This is an optimization exercise on Yosys and OpenROAD, whose aim is a short achievable clock period and few clock cycles per item, not a production implementation. Function was checked by simulation only, so behaviour that the tests miss may differ from the original.

== the baseline ==
Design lc4_cpu, start of the top module:
module lc4_cpu (
   input  logic        gwe,
   input  logic        i_rst_n,
   output logic [15:0] o_imem_addr,
   input  logic [15:0] i_imem_insn,
   output logic [15:0] o_dmem_addr,
   input  logic [15:0] i_dmem_rdata,
   output logic        o_dmem_we,
   output logic [15:0] o_dmem_wdata,
   output logic [15:0] o_wb_pc,
   output logic [15:0] o_wb_insn,
   output logic [1:0]  o_wb_bubble,
   output logic        o_wb_rf_we,
   output logic [2:0]  o_wb_rd,
   output logic [15:0] o_wb_rf_data,
   output logic        o_wb_nzp_we,
   output logic [2:0]  o_wb_nzp
);
Settings: LEC_CHECK=0, ABC_AREA=1, CAP_MARGIN=20, CORE_MARGIN=2, CORE_UTILIZATION=40, SETUP_SLACK_MARGIN=3.0, SLEW_MARGIN=20, SYNTH_HIERARCHICAL=1; clock period 5.0 ns.
run.sh (not shown) runs the stock make flow with config.mk's settings and CLKGATE_MAP_FILE= SYNTH_SCRIPT=/design/flow/synth_recipe.tcl, a recipe that flattens the netlist after the stock synthesis.
Testbench counts of the baseline, summed over its fixed seeds: cycles 52,398, instructions 51,200.
--- input diff the baseline..the candidate ---
--- a/flow/design.v
+++ b/flow/design.v
@@ -363,13 +363,13 @@
    assign o_wb.pc      = w_pc;
    assign o_wb.insn    = w_insn;
    assign o_wb.bubble  = lc4_pkg::bubble_t'(w_bx ^ 2'b10);
    assign o_wb.rf_we   = w_we;
    assign o_wb.rd      = w_rd;
    assign o_wb.rf_data = w_data;
-   lc4_reg1 i_w_nzp_we (.gwe(gwe), .i_rst_n(i_rst_n), .i_d(m_wr), .o_q(o_wb.nzp_we));
+   assign o_wb.nzp_we  = w_we;
    assign o_wb.nzp     = w_nzp;
 endmodule
 module lc4_zero16 (
    input  lc4_pkg::word_t i_v,
    output logic           o_zero
 );
@@ -603,26 +603,12 @@
       end else begin
          q <= i_d;
       end
    end
    assign o_pc = q ^ lc4_pkg::RESET_PC;
 endmodule
-module lc4_reg1 (
-   input  logic gwe,
-   input  logic i_rst_n,
-   input  logic i_d,
-   output logic o_q
-);
-   always_ff @(posedge gwe or negedge i_rst_n) begin
-      if (!i_rst_n) begin
-         o_q <= 1'b0;
-      end else begin
-         o_q <= i_d;
-      end
-   end
-endmodule
 `timescale 1ns/1ps
 module lc4_cpu (
    input  logic        gwe,
    input  logic        i_rst_n,
    output logic [15:0] o_imem_addr,
    input  logic [15:0] i_imem_insn,
### Flow results
Compared with the baseline, in the candidate placed cell area barely changed, average vias per placed instance essentially unchanged, pin count of the biggest net entering global routing grew by 1, filler-free cell count of the finished design essentially unchanged. Diff the baseline -> the candidate | area of the multi-input gates | down slightly. Area growth from synthesis to final layout for the candidate: 2.0 points down relative to the baseline.
Testbench counts of the candidate, summed over its fixed seeds: cycles 52,398, instructions 51,200.

--- another note on this design; it stands on its own ---

## lc4_cpu
module lc4_cpu (
   input  logic        gwe,
   input  logic        i_rst_n,
   output logic [15:0] o_imem_addr,
   input  logic [15:0] i_imem_insn,
   output logic [15:0] o_dmem_addr,
   input  logic [15:0] i_dmem_rdata,
   output logic        o_dmem_we,
   output logic [15:0] o_dmem_wdata,
   output logic [15:0] o_wb_pc,
   output logic [15:0] o_wb_insn,
   output logic [1:0]  o_wb_bubble,
   output logic        o_wb_rf_we,
   output logic [2:0]  o_wb_rd,
   output logic [15:0] o_wb_rf_data,
   output logic        o_wb_nzp_we,
   output logic [2:0]  o_wb_nzp
);
For scale: about 4,800 cells after synthesis, roughly 140 I/O pins, ~31,000 um^2 of cells after synthesis.
Settings: LEC_CHECK=0, ABC_AREA=1, CAP_MARGIN=20, CORE_MARGIN=2, CORE_UTILIZATION=40, PLACE_DENSITY=0.5, SETUP_SLACK_MARGIN=3.0, SLEW_MARGIN=20, SYNTH_HIERARCHICAL=1; clock period 5.0 ns.
run.sh (not shown) runs the stock make flow with config.mk's settings and CLKGATE_MAP_FILE= SYNTH_SCRIPT=/design/flow/synth_recipe.tcl, a recipe that flattens the netlist after the stock synthesis.
Testbench counts at the start, summed over its fixed seeds: cycles 52,398, instructions 51,200.
==> next run, changes <==
PLACE_DENSITY = default   (was 0.5)
TNS_END_PERCENT = 20   (was default)
Worst setup slack got worse by 0.017 ns.
Count of clock-buffer cells in the layout went down by 4.
Non-clock buffer count went down by 23.
Flip-flop and latch count does not change.
Wire length went down by a few percent.
Global-route usage went down by 1.1 points.

port drivers added, routing unchanged:
The flow's constraints put no driver on any port. The routed layouts listed below were extracted and timed again, unchanged, in two steps.
Step 1, drivers: a clkbuf_16 drives gwe and a buf_2 each remaining input, both assumed.
Step 2 also shifts input and output timing later by t, the mid clock arrival at the registers, as if the neighbouring blocks saw the same clock.
Slacks: ideal ports / drivers / drivers and shift; pairs: ideal ports / drivers.
run	t, ns	setup WS [ns]	worst slew at a driven data input, ns	cell pins on the clock port's net
the baseline	0.696	2.737 / 2.737 / 2.076	0.31	1
the candidate	0.703	2.774 / 2.707 / 2.143	0.26	1
the first run of note 2	0.704	2.774 / 2.704 / 2.102	0.08	1
the second run of note 2	0.690	2.757 / 2.735 / 2.111	0.08	1
After both steps every run listed still meets setup and hold. For the first run of note 2, which loses most, drivers alone change the setup slack by -0.070 ns; drivers and shift together by -0.672 ns.
